What follows belongs to an exercise in optimizing a design on an open flow for small area, a short achievable clock period and few clock cycles per item; a production flow would make more cautious choices. Only the layout flow was run in this run; the RTL was not checked for function there. Power is estimated from default activity; no workload was simulated.

### flow/standard.sh
#!/bin/bash
# synth_recipe.tcl (not shown) runs the flow's synth.tcl, then flattens the netlist and writes it again
# the make line also repeats each setting of config.mk as NAME=value (left out here)
make -C /OpenROAD-flow-scripts/flow DESIGN_CONFIG=/design/flow/config.mk WORK_HOME=/design/flow/orfs CLKGATE_MAP_FILE= SYNTH_SCRIPT=/design/flow/synth_recipe.tcl "${@:-finish}"
### flow/config.mk
export PLATFORM = sky130hd
export DESIGN_NAME = math_expression_inverse
export DESIGN_NICKNAME = math_expression_inverse
export VERILOG_FILES = /design/flow/design.v
export SDC_FILE = /design/flow/constraint.sdc
export NUM_CORES = 4
export LEC_CHECK = 0
export CAP_MARGIN = 20
export CORE_MARGIN = 2
export CORE_UTILIZATION = 40
export CTS_BUF_LIST = sky130_fd_sc_hd__clkbuf_4
export SETUP_SLACK_MARGIN = 4.0
export SLEW_MARGIN = 20
### flow/design.v
module math_expression_inverse #(
  parameter int W = 32
) (
  input  logic                  clk,
  input  logic                  reset,
  input  logic                  start,
  input  logic signed [2*W+3:0] q,
  input  logic                  rmd,
  input  logic signed [W-1:0]   a,
  input  logic signed [W-1:0]   b,
  input  logic signed [W-1:0]   d,
  output logic signed [W-1:0]   c,
  output logic                  valid,
  output logic                  busy,
  output logic                  err_div0,
  output logic                  inexact,
  output logic                  ovf
);
  localparam int NB = 2*W + 6;                 
  localparam int K  = 32;                      
  localparam int NC = NB / 2;                  
  localparam int CW = $clog2(NC + 1);
  localparam logic [1:0] PREP = 2'd0, FIRST = 2'd1, RUN = 2'd2;
  logic [1:0]    st;
  logic [NB-1:0] qr;      
  logic [W-1:0]  rr;      
  logic [W:0]    dx;      
  logic [W+2:0]  d3;      
  logic          sd;      
  logic          sn;      
  logic [CW-1:0] cnt;
  logic [1:0]    r3;      
  logic          nz;      
  logic          nz3;     
  logic [W-1:0]  qm;      
  logic          div0_r, inx_r, ovf_r;
  logic dc;
  assign dc = ~sd;
  function automatic logic ones(input logic [W+3:0] a, input logic [W+3:0] b, input logic ci);
    ones = &(~(a ^ b) ~^ {a[W+2:0] & b[W+2:0], ci});
  endfunction
  logic [W:0]    d1_s;
  logic          d1_co;
  mei_add #(.N(W+1)) u_d1 (.a({a[W-1], a}), .b(~{b[W-1], b}), .ci(1'b1), .s(d1_s), .co(d1_co));
  localparam int NL = W + 2;
  logic [NB-1:0]    n_s;
  logic [NL-1:0]    n_lo;
  logic [NB-NL-1:0] qh, qh_p1, qh_m1, n_hi;
  logic             n_c, n_inc, n_dec, n_sg, qh_p1_co, qh_m1_co;
  mei_add #(.N(NL)) u_n (.a(qr[NL-1:0]), .b({rr, 2'b00}), .ci(1'b0), .s(n_lo), .co(n_c));
  assign qh    = qr[NB-1:NL];
  mei_add #(.N(NB-NL)) u_np (.a(qh), .b('0), .ci(1'b1), .s(qh_p1), .co(qh_p1_co));
  mei_add #(.N(NB-NL)) u_nm (.a(qh), .b('1), .ci(1'b0), .s(qh_m1), .co(qh_m1_co));
  assign n_inc = n_c & ~rr[W-1];
  assign n_dec = ~n_c & rr[W-1];
  assign n_hi  = n_inc ? qh_p1 : n_dec ? qh_m1 : qh;
  assign n_s   = {n_hi, n_lo};
  assign n_sg  = qh[NB-NL-1] ^ ((~|qh) & n_dec) ^ ((&qh) & n_inc);
  logic [W+1:0] d_t;
  logic         d_t_co, first, restore, d_is1;
  mei_add #(.N(W+2)) u_t (.a({2'b00, rr}), .b({dx[W], dx}), .ci(dc), .s(d_t), .co(d_t_co));
  assign first   = (st == FIRST);
  assign restore = first & ~d_t[W+1];
  assign d_is1   = (&dx[W:1]) & (dx[0] == sd);                     
  logic          x1, x2;
  logic [W:0]    rsh;            
  logic [W+1:0]  rsh4;           
  logic [W+1:0]  df1;            
  logic [W+2:0]  dfa, dfc;       
  logic          t1, t2, t3;
  assign x1   = qr[NB-1];
  assign x2   = qr[NB-2];
  assign rsh  = {rr, x1};
  assign rsh4 = {rr, x1, x2};
  logic df1_co, dfa_co, dfc_co;
  mei_add #(.N(W+2)) u_s1 (.a({1'b0, rsh}), .b({dx[W], dx}), .ci(dc), .s(df1), .co(df1_co));
  mei_add #(.N(W+3)) u_sa (.a({1'b0, rsh4}), .b({{2{dx[W]}}, dx}), .ci(dc), .s(dfa), .co(dfa_co));
  mei_add #(.N(W+3)) u_sc (.a({1'b0, rsh4}), .b(d3), .ci(dc), .s(dfc), .co(dfc_co));
  assign t1   = ~dfa[W+2];
  assign t2   = ~df1[W+1];
  assign t3   = ~dfc[W+2];
  logic [3:0][1:0] q3k, r3k;
  always_comb begin
    for (int k = 0; k < 4; k++) begin
      logic [3:0] t;
      t = {r3, 2'(k)};
      case (t)
        4'd0:  {q3k[k], r3k[k]} = {2'd0, 2'd0};
        4'd1:  {q3k[k], r3k[k]} = {2'd0, 2'd1};
        4'd2:  {q3k[k], r3k[k]} = {2'd0, 2'd2};
        4'd3:  {q3k[k], r3k[k]} = {2'd1, 2'd0};
        4'd4:  {q3k[k], r3k[k]} = {2'd1, 2'd1};
        4'd5:  {q3k[k], r3k[k]} = {2'd1, 2'd2};
        4'd6:  {q3k[k], r3k[k]} = {2'd2, 2'd0};
        4'd7:  {q3k[k], r3k[k]} = {2'd2, 2'd1};
        4'd8:  {q3k[k], r3k[k]} = {2'd2, 2'd2};
        4'd9:  {q3k[k], r3k[k]} = {2'd3, 2'd0};
        4'd10: {q3k[k], r3k[k]} = {2'd3, 2'd1};
        4'd11: {q3k[k], r3k[k]} = {2'd3, 2'd2};
        default: {q3k[k], r3k[k]} = 4'd0;     
      endcase
    end
  end
  logic [1:0]   y;               
  logic [W-1:0] r_nx;
  assign y    = t3 ? 2'd3 : t2 ? 2'd2 : t1 ? 2'd1 : 2'd0;
  assign r_nx = t3 ? dfc[W-1:0] : t2 ? {df1[W-2:0], x2} : t1 ? dfa[W-1:0] : {rr[W-3:0], x1, x2};
  logic       qa, qb;
  logic [1:0] r3b;
  assign {qa, qb} = q3k[y];
  assign r3b      = r3k[y];
  logic nz_nx;
  assign nz_nx    = nz | (|y);
  logic [W+2:0] d3_s;
  logic         d3_co;
  mei_add #(.N(W+3)) u_d3 (.a({dx[W], dx, dc}), .b({{2{dx[W]}}, dx}), .ci(dc), .s(d3_s), .co(d3_co));
  logic fin, last;
  assign fin   = (cnt == CW'(NC));
  assign last  = (cnt == CW'(NC + 1));
  assign valid = busy & (((st != PREP) & div0_r) | last);
  always_ff @(posedge clk or posedge reset) begin
    if (reset) busy <= 1'b0;
    else       busy <= busy ? ~valid : start;
  end
  always_ff @(posedge clk) begin
    if (!busy) begin
      dx <= d1_s[W] ? d1_s : ~d1_s;
      sd <= d1_s[W];
    end
    if (st == PREP) sn <= n_sg;
  end
  always_ff @(posedge clk) begin
    div0_r <= ~sd & (&dx);
    d3     <= d3_s;           
    if (!busy) begin
      st  <= PREP;
      qr  <= {q[2*W+3], q, rmd};
      rr  <= d;
    end else if (st == PREP) begin
      st  <= FIRST;
      qr  <= {n_s[NB-K-1 -: 2] ^ {2{n_sg}}, n_s[NB-K-3:0], {K{1'b0}}};
      rr  <= n_s[NB-1 -: K] ^ {K{n_sg}};
    end else if (restore) begin
      st  <= RUN;
      qr  <= {rr[K-3 -: 2], rr[K-5:0] ^ {(K-4){sn}}, qr[NB-1 -: 2] ^ {2{sn}}, qr[NB-3:K], 2'b00};
      rr  <= {{(W-1){1'b0}}, rr[K-2] & ~d_is1};
    end else begin
      st  <= RUN;
      qr  <= {qr[NB-3 -: 2] ^ {2{sn}}, qr[NB-5:0], qa, qb};
      rr  <= r_nx;
    end
    if (!busy || st == PREP) begin
      cnt <= (busy) ? CW'(K / 2) : '0;
      r3  <= '0;
      nz  <= 1'b0;
      nz3 <= 1'b0;
      qm  <= '1;
    end else if (restore) begin
      cnt <= CW'(1);
      r3  <= {1'b0, rr[K-2] & d_is1};
      nz  <= rr[K-2] & d_is1;
      nz3 <= 1'b0;
      qm  <= '1;
    end else if (fin) begin
      cnt <= cnt + CW'(1);
      qm  <= c_fin;
    end else begin
      cnt <= cnt + CW'(1);
      r3  <= r3b;
      nz  <= nz_nx;
      nz3 <= nz3 | qa | qb;
      qm  <= (qa | qb) ? {qr[W-3:0], qb ? {qa, 1'b0} : 2'b01} : {qm[W-3:0], 2'b11};
    end
    inx_r <= inx_fin;
    ovf_r <= ovf_fin;
  end
  logic         eq, delta, sy, sel, inx1, inx2, hi;
  logic [W-1:0] v, c_fin;
  logic         inx_fin, ovf_fin;
  assign eq    = ones({4'b0000, rr}, {{3{dx[W]}}, dx}, dc);      
  assign delta = sn & eq;
  assign sy    = (sn ^ sd) | ~(nz | delta);
  assign sel   = sy ? ~((r3 == 2'd2) | ((r3 == 2'd1) & delta))
                    :  ((r3 == 2'd0) & ~delta);
  assign inx1  = sn ? ~eq : (|rr);
  assign inx2  = sy ? ~(((r3 == 2'd2) & ~delta) | ((r3 == 2'd1) & delta))
                    : ~(((r3 == 2'd1) & ~delta) | ((r3 == 2'd0) & delta));
  assign hi    = (|(qr[NB-1 -: 2] ^ {2{sn}})) | (|qr[NB-3:W]);
  assign v     = sel ? qm : qr[W-1:0];
  assign c_fin   = v ^ {W{sy}};
  assign inx_fin = inx1 | inx2;
  assign ovf_fin = hi | (v[W-1] & (~sel | nz3));
  assign c        = div0_r ? '0 : qm;
  assign err_div0 = div0_r;
  assign inexact  = ~div0_r & inx_r;
  assign ovf      = ~div0_r & ovf_r;
endmodule
module mei_add #(
  parameter int N = 8
) (
  input  logic [N-1:0] a,
  input  logic [N-1:0] b,
  input  logic         ci,
  output logic [N-1:0] s,
  output logic         co
);
  logic [N-1:0] p0, g0, p, g;
  always_comb begin
    p0 = a ^ b;
    g0 = a & b;
    p  = p0;
    g  = g0;
    g[0] = g0[0] | (p0[0] & ci);
    for (int i = 1; i <= $clog2(N); i++)
      for (int j = 2**i - 1; j < N; j += 2**i) begin
        g[j] = g[j] | (p[j] & g[j - 2**(i-1)]);
        p[j] = p[j] & p[j - 2**(i-1)];
      end
    for (int i = $clog2(N); i > 0; i--)
      for (int j = 2**i + 2**(i-1) - 1; j < N; j += 2**i) begin
        g[j] = g[j] | (p[j] & g[j - 2**(i-1)]);
        p[j] = p[j] & p[j - 2**(i-1)];
      end
    s  = p0 ^ {g[N-2:0], ci};
    co = g[N-1];
  end
endmodule
### flow/constraint.sdc
create_clock -name core_clock -period 8.5 [get_ports {clk}]
set_input_delay 1.7000 -clock core_clock [delete_from_list [all_inputs] [get_ports {clk}]]
set_output_delay 1.7000 -clock core_clock [all_outputs]
set_load 0.01 [all_outputs]
### flow/flow/run.sh
#!/bin/bash
# The standard layout, with the port buffers made from the smallest buffer cell
# (buf_1) instead of the cell buffer_ports picks by default. Every port is still buffered.
set -euo pipefail
cd "$(dirname "$0")/.."
export BUFFER_PORTS_ARGS="-buffer_cell sky130_fd_sc_hd__buf_1"
bash standard.sh > flow_standard.log 2>&1
==> results.txt <==
CTS tree=built; share of layout cells above drive strength 1=0.106; Final Critical Period=4590 ps; Yosys Warn Count=5; Synth area leaders=dfxtp_1 (17%), ha_1 (15%), fa_1 (10%); Synth Net Count=3037; kind of critical path=flip-flop to flip-flop; CTS clk-pin slew, worst paths=70 ps; Post-synth ARST share=0.00455; DRT antenna net count=0; synth unique cells=73; # rows=86; die height=240 µm; Synth Area in Compound Gates=0.177; core area=55000 µm²; Post-Syn Area=22200 µm²; Die W=240 µm; Worst Setup SP=sd; DR WL/cell=22.1 µm; Detailed Route Iter0 Violations=1400; slew of the pin with the lowest slew margin=1180 ps; outcome=no timing/DRC/antenna violations; H-tree levels=3; Post-Synth Adder-Cell Area=0.254; fmax=218 MHz; Register-to-Register Setup Slack=3910 ps; Main synth FF type=dfxtp_1; CP cell instances=inv_4 > fa_2 > inv_2 > fa_2 > nor2b_2 > o31a_1 > o41ai_4 > o211ai_1 > a31oi_1 > a21oi_2 > xor2_2 > buf_6 > buf_4 > nand2_4 > mux2i_4 > ha_4 > clkbuf_16 > mux2i_1 > nand2_1 > o21ai_0 > nand2_1; die area=57400 µm²; P_leak=11.5 nW; vias in the first global route=20.2k; number of setup violations in the final report=0; total track usage=0.273; Crit path largest cell delay=430 ps; Crit. End Element=flip-flop; DR vias=20.0k; post-synthesis mux area share=0.0751; clock tree buffer depth=3; reg-to-reg startpoint=sd; top cells by count, synth=ha_1 (266), nand2_1 (214), dfxtp_1 (184); clock sinks=220; Clk Latency, worst-skew pair=850 ps; Nets=3281; VDD IR max=0.000189 V; max_slew headroom=0.207; first-pass GRT wire length=119 mm; area growth from synthesis to layout=14.7%; Power Density=424 nW/µm²; simple-gate share of the synthesized area=0.130; Final Skew=60.6 ps; setup tns final=0 ps; critical path arrival=5270 ps; Seq pwr share=0.203; Clock Power Share=0.105; Internal=5.38 mW; largest family of logic cells by synthesized area=adder cells; RSZ-0062 raised after global routing=true; crit path max fanout=8; vias per cell=5.67; Placer Congestion=0.953; root buffer cell=clkbuf_4; grt total ovfl=0; hold path startpoint=cnt[0]; switching share of power=0.502; Fin. Hold Viols=0; Max Slew Vio Count=0; Syn Area/Cell=8.92 µm²; Port Buf Inserts=204; top-count cell post-synth=ha_1; XOR/XNOR Fraction of Synth Area=0.104; Period Utilization, post-route=0.540; combinational power share=0.693; top cell type by total area after synthesis=dfxtp_1; Yosys reg bits=220; Final Hold Slack=499 ps; initial antenna violation count=3; number of synthesized flops with an enable pin=35; Hold Path Class=flip-flop to flip-flop; critical path required time=9180 ps; Cells after Synth=2488; Max-Cap Viols=0; Critical-path top delay cell=edfxtp_1; total CTS buffers=69; total length of routed wires=78.1 mm; drt drc=0; crit path launch type=flip-flop; NetSw=5.42 mW; Starting Density=0.403; HPWL after DPL=59.3 mm; sequential area share after synthesis=0.215; First-pass DRT Iterations=5; largest net degree at the start of global routing=79; IO Pins=205; post-synth top area share=0.166
[cells in the final DEF (no fill, tap or decap), types with 14 or more instances in the layout]
cell type and count:
buf_4 67, nand3_1 41, a211oi_1 28, xor2_1 97
edfxtp_1 35, mux2i_1 125, fa_1 112, a31oi_1 28
xnor2_1 163, mux2_2 34, ha_1 265, nor4_1 26
nand4_1 38, o21ai_1 15, clkbuf_4 99, nor3_1 20
nor2_1 138, buf_1 204, a21o_1 84, nand2_1 211
nand2b_1 19, o21ai_0 99, dfxtp_1 169, nor2b_1 53
o2bb2ai_1 32, a21oi_1 162, a22oi_1 17, o211ai_1 37
dfxtp_2 14, clkinv_1 15, inv_1 132
[per-stage QoR]
stage          instances  cell area [µm²]  total power, mW  worst slack [ps]  utilization
3_5_place_dp        3369            23800             8.99              2370        0.433
5_1_grt             3532            25400             11.6              3740        0.463
4_1_cts             3507            25000             10.4              4020        0.455
2_1_floorplan       2488            22200             6.90              4000            -
3_3_place_gp        3369            23800             8.87              2570        0.433
6_report            3533            25400             10.8              3910        0.463
[power by group through the flow]
stage          clock network (mW)  registers, mW  logic [mW]
2_1_floorplan                   0           1.96        4.94
4_1_cts                      1.16           2.16        7.11
6_report                     1.13           2.19        7.48
5_1_grt                      1.21           2.24        8.17
3_3_place_gp                    0           2.17        6.70
3_5_place_dp                    0           2.18        6.81
[cells by family after synthesis]
group           count (synthesis)
compound gates                602
mux                           162
buf+inv                       251
simple gates                  607
other cells                     1
fa+ha+maj                     381
xor+xnor                      264
flops                         220
[state kept, by name, summed over array words and instances, names as in the netlist]
register  cells
ovf_r         1
dx           33
div0_r        1
nz            1
qm           32
qr           70
rr           32
inx_r         1
d3           35
r3            2
busy          1
sn            1
st            2
cnt           6
sd            1
nz3           1
[final cells by class]
cell class              count  area [µm²]
fillers                  5433       29600
multi-input cells        2017       16700
flip-flops and latches    220        4780
repair buffers            285        1550
well taps                 748         936
clock buffers              99         743
inverters                 139         526
clock inverters            20         138
diodes                      5        12.5
[timing repair]
item | 4_1_cts | 5_1_grt
pin swaps | 11 | 21
hold buffers | 0 | 0
gates cloned | 1 | 3
endpoints found under the setup margin | 92 | 82
setup buffers | 18 | 18
gates resized for setup | 39 | 49
[worst paths after layout]
path / endpoint / cells past startpoint
setup / recovery: qm[18] / 21
hold / removal: cnt[0] / 1
setup reg to reg: qm[18] / 21
hold reg to reg: cnt[0] / 1
max in group asynchronous: busy / 2
min in group asynchronous: busy / 2
[metal layers]
metal | GRT usage | routed length [µm] | part of all wire
met1 | 0.356 | 33800 | 0.43
met2 | 0.448 | 36300 | 0.47
met3 | 0.0424 | 4730 | 0.061
met4 | 0.113 | 3250 | 0.042
met5 | 0 | 0 | 0
[worst max-delay path: cells and delay by family (launching register included)]
family                   cells  cell delay [ps]
AO/OA/AOI/OAI                6             1470
XOR/XNOR                     1              230
adder cells (fa/ha/maj)      3              890
buffers and inverters        5              640
flip-flops                   1              430
multiplexers                 2              490
AND/OR/NAND/NOR              4              310

-- afterwards: timing with drivers on the ports --
No port has a modelled driver above. Below, the same layout with a new extraction and two added sets of constraints.
Step 1, drivers: a clkbuf_16 drives clk and a buf_2 each remaining input, both assumed.
Step 2 adds t to the input delays and takes it off the output delays; t is the mean of the earliest and latest rising clock arrival at the registers after step 1. Input paths then give back, and output paths get back, about the clock's delay inside the block.
a / b / c = ideal / step 1 / step 2; a / b = the first two.
t (ns): 0.877
setup slack, ns: 3.908 / 3.908 / 3.469
worst data-port slew with drivers (ns): 0.05
After both steps setup and hold are still met in this run. For this run, drivers alone change the setup slack by 0.000 ns; drivers and shift together by -0.439 ns.
